Background: an optimization exercise with open tools, aiming at small area. Do not read the settings as production practice. In this exercise RTL edits were held to simulation tests only and were not proved equivalent to the original. Power and IR drop assume default switching activity.

[design.v]
package cpu_pkg;
  typedef logic [31:0] word_t;
  typedef logic [4:0]  reg_addr_t;
  typedef enum logic [5:0] {
    OP_RTYPE = 6'h00,
    OP_J     = 6'h02,
    OP_BEQ   = 6'h04,
    OP_BNE   = 6'h05,
    OP_ADDIU = 6'h09,
    OP_ORI   = 6'h0d,
    OP_LUI   = 6'h0f,
    OP_LW    = 6'h23,
    OP_SW    = 6'h2b,
    OP_HALT  = 6'h3f
  } opcode_t;
  typedef enum logic [5:0] {
    FN_SLL  = 6'h00,
    FN_ADDU = 6'h21,
    FN_SUBU = 6'h23,
    FN_AND  = 6'h24,
    FN_OR   = 6'h25,
    FN_SLT  = 6'h2a
  } funct_t;
  typedef enum logic [2:0] {
    ALU_ADD,
    ALU_SUB,
    ALU_AND,
    ALU_OR,
    ALU_SLT,
    ALU_SLL,
    ALU_LUI    
  } alu_op_t;
  typedef enum logic [1:0] {
    IMM_SIGN,
    IMM_ZERO,
    IMM_UPPER
  } imm_mode_t;
  typedef enum logic [1:0] {
    BR_NONE,
    BR_EQ,
    BR_NE
  } branch_t;
  typedef enum logic [1:0] {
    FWD_REG,
    FWD_EXMEM,
    FWD_WB
  } fwd_sel_t;
  typedef struct packed {
    word_t       pc4;
    logic [25:0] instr_idx;   
    reg_addr_t   rs;
    reg_addr_t   rt;
    reg_addr_t   dest;
    word_t       rdat1;
    word_t       rdat2;
    word_t       imm;
    alu_op_t     alu_op;
    logic [4:0]  shamt;
    logic        alu_src;
    branch_t     branch;
    logic        jump;
    logic        mem_read;
    logic        mem_write;
    logic        mem_to_reg;
    logic        reg_write;
    logic        halt;
  } idex_t;
  typedef struct packed {
    word_t     alu_result;
    word_t     store_data;
    reg_addr_t dest;
    logic      mem_read;
    logic      mem_write;
    logic      mem_to_reg;
    logic      reg_write;
    logic      halt;
  } exmem_t;
  typedef struct packed {
    word_t     alu_result;
    word_t     load_data;
    reg_addr_t dest;
    logic      mem_to_reg;
    logic      reg_write;
    logic      halt;
  } memwb_t;
endpackage
module alu (
  input  cpu_pkg::alu_op_t    op,
  input  cpu_pkg::word_t      a,
  input  cpu_pkg::word_t      b,
  input  logic [4:0] shamt,
  output cpu_pkg::word_t      result,
  output logic       zero
);
  always_comb begin
    case (op)
      cpu_pkg::ALU_ADD: result = a + b;
      cpu_pkg::ALU_SUB: result = a - b;
      cpu_pkg::ALU_AND: result = a & b;
      cpu_pkg::ALU_OR:  result = a | b;
      cpu_pkg::ALU_SLT: begin
        if ($signed(a) < $signed(b)) begin
          result = 32'd1;
        end else begin
          result = 32'd0;
        end
      end
      cpu_pkg::ALU_SLL: result = b << shamt;
      cpu_pkg::ALU_LUI: result = b;   
      default: result = '0;
    endcase
  end
  assign zero = (result == '0);
endmodule
module register_file (
  input  logic      CLK,
  input  logic      nRST,
  input  cpu_pkg::reg_addr_t rsel1,
  input  cpu_pkg::reg_addr_t rsel2,
  output cpu_pkg::word_t     rdat1,
  output cpu_pkg::word_t     rdat2,
  input  logic      wen,
  input  cpu_pkg::reg_addr_t wsel,
  input  cpu_pkg::word_t     wdat
);
  cpu_pkg::word_t regs [32];
  logic  wr_live;
  assign wr_live = wen && (wsel != '0);   
  always_ff @(posedge CLK, negedge nRST) begin
    if (!nRST) begin
      for (int i = 0; i < 32; i++) begin
        regs[i] <= '0;
      end
    end else if (wr_live) begin
      regs[wsel] <= wdat;
    end
  end
  assign rdat1 = (wr_live && wsel == rsel1) ? wdat : regs[rsel1];
  assign rdat2 = (wr_live && wsel == rsel2) ? wdat : regs[rsel2];
endmodule
module control_unit (
  input  cpu_pkg::word_t     instr,
  output cpu_pkg::alu_op_t   alu_op,
  output logic      alu_src,
  output cpu_pkg::imm_mode_t imm_mode,
  output logic      reg_dst_rd,
  output logic      reg_write,
  output logic      mem_read,
  output logic      mem_write,
  output logic      mem_to_reg,
  output logic      jump,
  output logic      halt,
  output cpu_pkg::branch_t   branch
);
  cpu_pkg::opcode_t opcode;
  cpu_pkg::funct_t  funct;
  assign opcode = cpu_pkg::opcode_t'(instr[31:26]);
  assign funct  = cpu_pkg::funct_t'(instr[5:0]);
  always_comb begin
    alu_op     = cpu_pkg::ALU_ADD;
    alu_src    = 1'b0;
    imm_mode   = cpu_pkg::IMM_SIGN;
    reg_dst_rd = 1'b0;
    reg_write  = 1'b0;
    mem_read   = 1'b0;
    mem_write  = 1'b0;
    mem_to_reg = 1'b0;
    jump       = 1'b0;
    halt       = 1'b0;
    branch     = cpu_pkg::BR_NONE;
    if (instr != '0) begin
      case (opcode)
        cpu_pkg::OP_RTYPE: begin
          reg_dst_rd = 1'b1;
          reg_write  = 1'b1;
          case (funct)
            cpu_pkg::FN_ADDU: alu_op = cpu_pkg::ALU_ADD;
            cpu_pkg::FN_SUBU: alu_op = cpu_pkg::ALU_SUB;
            cpu_pkg::FN_AND:  alu_op = cpu_pkg::ALU_AND;
            cpu_pkg::FN_OR:   alu_op = cpu_pkg::ALU_OR;
            cpu_pkg::FN_SLT:  alu_op = cpu_pkg::ALU_SLT;
            cpu_pkg::FN_SLL:  alu_op = cpu_pkg::ALU_SLL;
            default: reg_write = 1'b0;   
          endcase
        end
        cpu_pkg::OP_ADDIU: begin
          alu_src   = 1'b1;
          reg_write = 1'b1;
        end
        cpu_pkg::OP_ORI: begin
          alu_op    = cpu_pkg::ALU_OR;
          alu_src   = 1'b1;
          imm_mode  = cpu_pkg::IMM_ZERO;
          reg_write = 1'b1;
        end
        cpu_pkg::OP_LUI: begin
          alu_op    = cpu_pkg::ALU_LUI;
          alu_src   = 1'b1;
          imm_mode  = cpu_pkg::IMM_UPPER;
          reg_write = 1'b1;
        end
        cpu_pkg::OP_LW: begin
          alu_src    = 1'b1;
          mem_read   = 1'b1;
          mem_to_reg = 1'b1;
          reg_write  = 1'b1;
        end
        cpu_pkg::OP_SW: begin
          alu_src   = 1'b1;
          mem_write = 1'b1;
        end
        cpu_pkg::OP_BEQ: begin
          alu_op = cpu_pkg::ALU_SUB;
          branch = cpu_pkg::BR_EQ;
        end
        cpu_pkg::OP_BNE: begin
          alu_op = cpu_pkg::ALU_SUB;
          branch = cpu_pkg::BR_NE;
        end
        cpu_pkg::OP_J:    jump = 1'b1;
        cpu_pkg::OP_HALT: halt = 1'b1;
        default: ;
      endcase
    end
  end
endmodule
module hazard_unit (
  input  cpu_pkg::reg_addr_t idex_rs,
  input  cpu_pkg::reg_addr_t idex_rt,
  input  cpu_pkg::reg_addr_t ifid_rs,
  input  cpu_pkg::reg_addr_t ifid_rt,
  input  cpu_pkg::reg_addr_t idex_dest,
  input  cpu_pkg::reg_addr_t exmem_dest,
  input  cpu_pkg::reg_addr_t memwb_dest,
  input  logic      idex_mem_read,
  input  logic      exmem_reg_write,
  input  logic      memwb_reg_write,
  input  logic      take_branch,
  input  logic      ihit,
  output cpu_pkg::fwd_sel_t  fwd_a,
  output cpu_pkg::fwd_sel_t  fwd_b,
  output logic      pc_en,
  output logic      ifid_en,
  output logic      ifid_flush,
  output logic      idex_en,
  output logic      idex_flush,
  output logic      back_en
);
  logic load_use;
  always_comb begin
    if (exmem_reg_write && exmem_dest != '0 && exmem_dest == idex_rs) fwd_a = cpu_pkg::FWD_EXMEM;
    else if (memwb_reg_write && memwb_dest != '0 && memwb_dest == idex_rs) fwd_a = cpu_pkg::FWD_WB;
    else fwd_a = cpu_pkg::FWD_REG;
    if (exmem_reg_write && exmem_dest != '0 && exmem_dest == idex_rt) fwd_b = cpu_pkg::FWD_EXMEM;
    else if (memwb_reg_write && memwb_dest != '0 && memwb_dest == idex_rt) fwd_b = cpu_pkg::FWD_WB;
    else fwd_b = cpu_pkg::FWD_REG;
  end
  assign load_use = idex_mem_read && (idex_dest != '0) &&
                    (idex_dest == ifid_rs || idex_dest == ifid_rt);
  always_comb begin
    back_en    = ihit;                                    
    idex_en    = ihit;
    pc_en      = ihit && (take_branch || !load_use);      
    ifid_en    = ihit && !load_use;
    ifid_flush = ihit && take_branch;
    idex_flush = ihit && (take_branch || load_use);       
  end
endmodule
module stage_reg #(
  parameter int W = 32
) (
  input  logic CLK,
  input  logic nRST,
  input  logic en,
  input  logic flush,
  input  logic [W-1:0] d,
  output logic [W-1:0] q
);
  always_ff @(posedge CLK, negedge nRST) begin
    if (!nRST) begin
      q <= '0;
    end else if (flush) begin
      q <= '0;   
    end else if (en) begin
      q <= d;
    end
  end
endmodule
module datapath #(
  parameter cpu_pkg::word_t PC_INIT = '0
) (
  input  logic  CLK,
  input  logic  nRST,
  output cpu_pkg::word_t imem_addr,
  input  cpu_pkg::word_t imem_load,
  input  logic  ihit,
  output logic  dmem_ren,
  output logic  dmem_wen,
  output cpu_pkg::word_t dmem_addr,
  output cpu_pkg::word_t dmem_store,
  input  cpu_pkg::word_t dmem_load,
  output logic  halt
);
  cpu_pkg::word_t     pc, pc_plus4, pc_next, target;
  logic [63:0] ifid_d, ifid_q;
  cpu_pkg::word_t     instr, rdat1, rdat2, imm_ext, wdat;
  cpu_pkg::idex_t     idex_d, idex_q;
  cpu_pkg::exmem_t    exmem_d, exmem_q;
  cpu_pkg::memwb_t    memwb_d, memwb_q;
  cpu_pkg::alu_op_t   dec_alu_op;
  cpu_pkg::imm_mode_t dec_imm_mode;
  cpu_pkg::branch_t   dec_branch;
  logic      dec_alu_src, dec_reg_dst_rd, dec_reg_write, dec_mem_read;
  logic      dec_mem_write, dec_mem_to_reg, dec_jump, dec_halt;
  cpu_pkg::fwd_sel_t  fwd_a, fwd_b;
  cpu_pkg::word_t     op_a, op_b_fwd, op_b, alu_result;
  logic      alu_zero, branch_taken, take_branch;
  logic      pc_en, ifid_en, ifid_flush, idex_en, idex_flush, back_en;
  assign pc_plus4  = pc + 32'd4;
  assign imem_addr = pc;
  assign pc_next   = take_branch ? target : pc_plus4;
  always_ff @(posedge CLK, negedge nRST) begin
    if (!nRST) begin
      pc <= PC_INIT;
    end else if (pc_en) begin
      pc <= pc_next;
    end
  end
  assign ifid_d = {imem_load, pc_plus4};
  stage_reg #(.W(64)) u_ifid (
    .CLK(CLK), .nRST(nRST), .en(ifid_en), .flush(ifid_flush), .d(ifid_d), .q(ifid_q)
  );
  assign instr = ifid_q[63:32];
  control_unit u_ctrl (
    .instr(instr), .alu_op(dec_alu_op), .alu_src(dec_alu_src), .imm_mode(dec_imm_mode),
    .reg_dst_rd(dec_reg_dst_rd), .reg_write(dec_reg_write), .mem_read(dec_mem_read),
    .mem_write(dec_mem_write), .mem_to_reg(dec_mem_to_reg), .jump(dec_jump),
    .halt(dec_halt), .branch(dec_branch)
  );
  register_file u_rf (
    .CLK(CLK), .nRST(nRST), .rsel1(instr[25:21]), .rsel2(instr[20:16]),
    .rdat1(rdat1), .rdat2(rdat2), .wen(memwb_q.reg_write && back_en),
    .wsel(memwb_q.dest), .wdat(wdat)
  );
  always_comb begin
    case (dec_imm_mode)
      cpu_pkg::IMM_ZERO:  imm_ext = {16'h0000, instr[15:0]};
      cpu_pkg::IMM_UPPER: imm_ext = {instr[15:0], 16'h0000};
      default:   imm_ext = {{16{instr[15]}}, instr[15:0]};
    endcase
  end
  always_comb begin
    idex_d            = '0;
    idex_d.pc4        = ifid_q[31:0];
    idex_d.instr_idx  = instr[25:0];
    idex_d.rs         = instr[25:21];
    idex_d.rt         = instr[20:16];
    idex_d.dest       = dec_reg_dst_rd ? instr[15:11] : instr[20:16];
    idex_d.rdat1      = rdat1;
    idex_d.rdat2      = rdat2;
    idex_d.imm        = imm_ext;
    idex_d.alu_op     = dec_alu_op;
    idex_d.shamt      = instr[10:6];
    idex_d.alu_src    = dec_alu_src;
    idex_d.branch     = dec_branch;
    idex_d.jump       = dec_jump;
    idex_d.mem_read   = dec_mem_read;
    idex_d.mem_write  = dec_mem_write;
    idex_d.mem_to_reg = dec_mem_to_reg;
    idex_d.reg_write  = dec_reg_write;
    idex_d.halt       = dec_halt;
  end
  stage_reg #(.W(186)) u_idex (
    .CLK(CLK), .nRST(nRST), .en(idex_en), .flush(idex_flush), .d(idex_d), .q(idex_q)
  );
  hazard_unit u_hazard (
    .idex_rs(idex_q.rs), .idex_rt(idex_q.rt), .ifid_rs(instr[25:21]),
    .ifid_rt(instr[20:16]), .idex_dest(idex_q.dest), .exmem_dest(exmem_q.dest),
    .memwb_dest(memwb_q.dest), .idex_mem_read(idex_q.mem_read),
    .exmem_reg_write(exmem_q.reg_write), .memwb_reg_write(memwb_q.reg_write),
    .take_branch(take_branch), .ihit(ihit), .fwd_a(fwd_a), .fwd_b(fwd_b),
    .pc_en(pc_en), .ifid_en(ifid_en), .ifid_flush(ifid_flush), .idex_en(idex_en),
    .idex_flush(idex_flush), .back_en(back_en)
  );
  always_comb begin
    case (fwd_a)
      cpu_pkg::FWD_EXMEM: op_a = exmem_q.alu_result;
      cpu_pkg::FWD_WB:    op_a = wdat;
      default:   op_a = idex_q.rdat1;
    endcase
    case (fwd_b)
      cpu_pkg::FWD_EXMEM: op_b_fwd = exmem_q.alu_result;
      cpu_pkg::FWD_WB:    op_b_fwd = wdat;
      default:   op_b_fwd = idex_q.rdat2;
    endcase
  end
  assign op_b = idex_q.alu_src ? idex_q.imm : op_b_fwd;
  alu u_alu (
    .op(idex_q.alu_op), .a(op_a), .b(op_b), .shamt(idex_q.shamt),
    .result(alu_result), .zero(alu_zero)
  );
  assign branch_taken = (idex_q.branch == cpu_pkg::BR_EQ && alu_zero) ||
                        (idex_q.branch == cpu_pkg::BR_NE && !alu_zero);
  assign take_branch  = branch_taken || idex_q.jump;
  assign target = idex_q.jump ? {idex_q.pc4[31:28], idex_q.instr_idx, 2'b00}
                              : idex_q.pc4 + {idex_q.imm[29:0], 2'b00};
  always_comb begin
    exmem_d            = '0;
    exmem_d.alu_result = alu_result;
    exmem_d.store_data = op_b_fwd;
    exmem_d.dest       = idex_q.dest;
    exmem_d.mem_read   = idex_q.mem_read;
    exmem_d.mem_write  = idex_q.mem_write;
    exmem_d.mem_to_reg = idex_q.mem_to_reg;
    exmem_d.reg_write  = idex_q.reg_write;
    exmem_d.halt       = idex_q.halt;
  end
  stage_reg #(.W(74)) u_exmem (
    .CLK(CLK), .nRST(nRST), .en(back_en), .flush(1'b0), .d(exmem_d), .q(exmem_q)
  );
  assign dmem_addr  = exmem_q.alu_result;
  assign dmem_store = exmem_q.store_data;
  assign dmem_ren   = exmem_q.mem_read;
  assign dmem_wen   = exmem_q.mem_write && back_en;
  always_comb begin
    memwb_d            = '0;
    memwb_d.alu_result = exmem_q.alu_result;
    memwb_d.load_data  = dmem_load;
    memwb_d.dest       = exmem_q.dest;
    memwb_d.mem_to_reg = exmem_q.mem_to_reg;
    memwb_d.reg_write  = exmem_q.reg_write;
    memwb_d.halt       = exmem_q.halt;
  end
  stage_reg #(.W(72)) u_memwb (
    .CLK(CLK), .nRST(nRST), .en(back_en), .flush(1'b0), .d(memwb_d), .q(memwb_q)
  );
  assign wdat = memwb_q.mem_to_reg ? memwb_q.load_data : memwb_q.alu_result;
  always_ff @(posedge CLK, negedge nRST) begin
    if (!nRST) begin
      halt <= 1'b0;
    end else if (memwb_q.halt) begin
      halt <= 1'b1;   
    end
  end
endmodule
[run.sh]
#!/bin/bash
# synth_recipe.tcl (not shown) runs the flow's synth.tcl, then flattens the netlist and writes it again
# the make line also repeats each setting of config.mk as NAME=value (left out here)
make -C /OpenROAD-flow-scripts/flow DESIGN_CONFIG=/design/flow/config.mk WORK_HOME=/design/flow/orfs CLKGATE_MAP_FILE= SYNTH_SCRIPT=/design/flow/synth_recipe.tcl finish
[config.mk]
export PLATFORM = sky130hd
export DESIGN_NAME = datapath
export DESIGN_NICKNAME = datapath
export VERILOG_FILES = /design/flow/design.v
export SDC_FILE = /design/flow/constraint.sdc
export NUM_CORES = 8
export LEC_CHECK = 0
export CAP_MARGIN = 20
export CORE_MARGIN = 2
export CORE_UTILIZATION = 40
export SLEW_MARGIN = 20
[constraint.sdc]
create_clock -name core_clock -period 10.0 [get_ports {CLK}]
set_input_delay 2.0000 -clock core_clock [delete_from_list [all_inputs] [get_ports {CLK}]]
set_output_delay 2.0000 -clock core_clock [all_outputs]
set_load 0.01 [all_outputs]
==> metrics.md <==
| Metric | Value |
|---|---|
| Period minus WS final | `9.56 ns` |
| Max Clk Rate | `105 MHz` |
| Top_reg_cell synth | `dfrtp_1` |
| Synth Area in XOR/XNOR | `1.33%` |
| Syn Area/Cell | `9.22 um^2` |
| Syn Nets | `8554` |
| R2R Path End | `u_idex.q[48]$_DFFE_PN0P_` |
| Met2 GRT Util | `54.4%` |
| CP endpoint kind | `register` |
| Grt met3 use | `15.2%` |
| Die ar. | `0.196 mm^2` |
| Worst-path clk slew | `0.06 ns` |
| Final Hold Viols | `0` |
| Total gr overflow | `0` |
| Number of synthesized flops with an enable pin | `0` |
| Post-Synthesis Cells | `8352` |
| Drt pass-1 iters | `9` |
| Sequential share of the synthesized area | `46.7%` |
| Design area | `0.0876 mm^2` |
| Compound-Gate Fraction of Synth Area | `27.7%` |
| Max-cap violation count | `0` |
| Synth area leader | `dfrtp_1` |
| Top post-synthesis cells by area | `dfrtp_1 (47%), a21oi_1 (7.6%), nor2_1 (6.1%)` |
| Ys Warns | `10` |
| CP Launch Type | `register` |
| Post-CTS Hold Fix Bufs | `0` |
| Worst Slack Setup Final | `0.437 ns` |
| Main combinational cell family by area after synthesis | `compound AO/OA/AOI/OAI gates` |
| Placement Cell Area | `0.0817 mm^2` |
| Initial drt markers | `12997` |
| Worst rel slew slack | `12.1%` |
| Area occupied by multi-input gates | `0.0382 mm^2` |
| Worst-margin pin slew | `1.32 ns` |
| Setup Buffers After CTS | `0` |
| Final Max Slew Viols | `0` |
| Vias in the first global route | `70637` |
| Status | `complete, no violations` |
| Final ANT Viol Nets | `0` |
| RePlAce Congestion | `1.02` |
| Tcrit/Tclk final | `95.6%` |
| Crit Path Max Fanout | `59` |
| Die width | `443 um` |
| Simple-gate share of the synthesized area | `12.8%` |
| Num ports | `166` |
| CP arrival | `10.23 ns` |
| Setup_tns | `0 ns` |
| First-pass GRT wire length | `541000 um` |
| Residual DRC | `0` |
| Vias per std cell | `7.02` |
| Reg area | `0.0359 mm^2` |
| Util after Layout | `45.6%` |
| Most frequent cells in the layout | `dfrtp_1 (1433), nor2_1 (1172), a21oi_1 (1165)` |
| Synthesized-area fraction occupied by adder cells | `2.22%` |
| Dpl ws | `0.746 ns` |
| Met1 usage | `47.2%` |
| Setup CP Type | `reg -> reg` |
| I/O Buffers | `165` |
| Most Crowded Layer GR | `met2` |
| Peak VDD IR | `0.000224 V` |
| Hold WC Path Type | `reg -> reg` |
| Synthesized area | `0.0770 mm^2` |
| Starting Density | `40.1%` |
| Total core area | `0.192 mm^2` |
| Share of the synthesized area in the top cell type | `46.7%` |
| Clk buf depth | `3` |
| Reg2Reg Depth | `23` |
| Leading cell type in the layout, fill and taps excluded | `dfrtp_1` |
| Final setup vio count | `0` |
| Post-DR wirelength/cell | `35.8 um` |
| Nets@finish | `8303` |
| GRT Total Usage | `38.2%` |
| Leakage | `0.0377 uW` |
| Site Rows | `161` |
| Hold path depth | `0` |
| Critical Path RT | `10.67 ns` |
| Die height | `443 um` |
| Total CTS buffers | `163` |
| Fillers | `18192` |
| RSZ-0062 raised after global routing | `no` |
| Async SR Flop Fraction | `100%` |
| Post-synthesis mux area share | `3.90%` |
| H-tree depth | `4` |
| Yosys reg bits | `1436` |
| Largest net degree at the start of global routing | `172` |
| Initial antenna violation count | `22` |
| Final hold slack | `0.408 ns` |
| Clock sink count | `1436` |
| Reg2Reg Setup Slack | `0.44 ns` |
| CTS tree | `done` |
| Clock latency at the later pin of the worst-skew pair | `0.90 ns` |
| Synthesis-to-finish area growth | `13.8%` |
| Clock Skew | `0.0895 ns` |
| Worst Hold End | `u_rf.regs[0][16]$_DFFE_PN0P_` |
| Vias after detailed routing | `75599` |
| R2r startpoint | `u_memwb.q[6]$_DFFE_PN0P_` |
| WL final | `386000 um` |
| CTS-repair resized insts | `0` |
| Cell Pwr Density | `219 mW/mm^2` |
| Dpl hpwl | `236000 um` |
| Root buf cell | `clkbuf_16` |
| Hold Startpoint | `u_rf.regs[0][16]$_DFFE_PN0P_` |
| Number of library cell types mapped by synthesis | `97` |
| Layout cells sized above 1 | `10.5%` |
state kept, by name, summed over array words and instances (netlist names):
register,count
u_exmem.q,73
u_memwb.q,72
u_idex.q,170
halt,1
u_rf.regs,1024
pc,32
u_ifid.q,64
worst max-delay path, stage by stage, from the launching register on:
cell and delay [ns]:
dfrtp_1 0.60, or2_1 0.45, o311a_4 0.62, a21oi_1 0.20, o31ai_1 0.48, mux2i_1 0.28, ha_1 0.53, o211ai_1 0.17
a21oi_1 0.26, o21ai_0 0.26, a2111oi_1 1.08, buf_4 0.27, o211ai_1 0.19, a211oi_1 0.49, o31a_1 0.20, nor3_1 0.04
or4b_1 0.58, nor3_2 0.16, nand4_1 0.11, or4_4 0.56, o21ai_1 0.48, or3_2 0.63, buf_4 0.49, o22ai_1 0.15
through the flow:
| step | instances | power [uW] |
|---|---|---|
| 2_1_floorplan | 8352 | 10200 |
| 3_3_place_gp | 10454 | 12500 |
| 3_5_place_dp | 10458 | 12600 |
| 6_report | 10774 | 19100 |
| 4_1_cts | 10752 | 18900 |
| 5_1_grt | 10757 | 19700 |
layer usage:
metal,routed length (um),vias up
li1,-,30416
met4,33500,25
met2,158000,6542
met3,55000,2098
met1,139000,36518
met5,299,-
synth_stat cells (59+ instances only):
| master | n |
|---|---|
| dfrtp_1 | 1436 |
| nor2_1 | 1255 |
| a21oi_1 | 1166 |
| clkbuf_1 | 683 |
| a22o_1 | 514 |
| nand2_1 | 400 |
| a221oi_1 | 374 |
| o21ai_0 | 309 |
| a22oi_1 | 260 |
| nand4_1 | 179 |
| mux2i_1 | 147 |
| inv_1 | 141 |
| ha_1 | 132 |
| nand3_1 | 111 |
| mux2_2 | 99 |
| nor3_1 | 84 |
| xnor2_1 | 79 |
| buf_4 | 68 |
| o32ai_1 | 60 |
| o22ai_1 | 59 |
worst max path at each step:
stage / cells past startpoint / end / startpoint
2_1_floorplan: 27 / pc[21]$_DFFE_PN0P_ / u_memwb.q[6]$_DFFE_PN0P_
3_3_place_gp: 25 / u_idex.q[8]$_DFFE_PN0P_ / u_exmem.q[5]$_DFFE_PN0P_
3_5_place_dp: 23 / u_idex.q[36]$_DFFE_PN0P_ / u_memwb.q[6]$_DFFE_PN0P_
4_1_cts: 24 / u_idex.q[15]$_DFFE_PN0P_ / u_exmem.q[5]$_DFFE_PN0P_
5_1_grt: 23 / u_idex.q[8]$_DFFE_PN0P_ / u_memwb.q[6]$_DFFE_PN0P_
6_report: 23 / u_idex.q[48]$_DFFE_PN0P_ / u_memwb.q[6]$_DFFE_PN0P_
logic make-up after synthesis:
kind of cell	Yosys count
buf+inv	1003
flops	1436
mux	265
simple gates	2261
fa+ha+maj	135
xor+xnor	117
compound gates	3135
report_power, final:
group          leakage (uW)  internal (uW)  switching [uW]
Combinational        0.0156           1740            3380
Sequential           0.0193           6560            1030
Clock               0.00277           3690            2740
final cells by class:
cell class	instances	area share [%]
multi-input combinational	5913	43.6
sequential	1436	41.0
clock buffer	230	5.38
timing repair buffer	440	4.59
tap	2526	3.61
clock inverter	64	1.15
inverter	147	0.638
antenna	18	0.0514

[what the ideal ports hide]
Ports are ideal in the flow. The routed layout listed here was re-timed in OpenROAD. Step 1 assumes that a clkbuf_16 drives the clock port and a buf_2 every other input. Step 2 adds t to the input delays and takes it off the output delays; t is the mean of the earliest and latest rising clock arrival at the registers after step 1. Input paths then give back, and output paths get back, about the clock's delay inside the block. a / b / c = no drivers / after step 1 / after step 2; a / b = the first two.
t (ns): 0.942
setup slack, ns: 0.437 / 0.437 / 0.437
hold WS [ns]: 0.408 / 0.408 / 0.408
worst setup path after step 2: register to register
slew at the worst register clock pin (ns): 0.07 / 0.07
After both steps setup and hold are still met in this run. For this run, drivers alone change the setup slack by 0.000 ns; drivers and shift together by 0.000 ns.
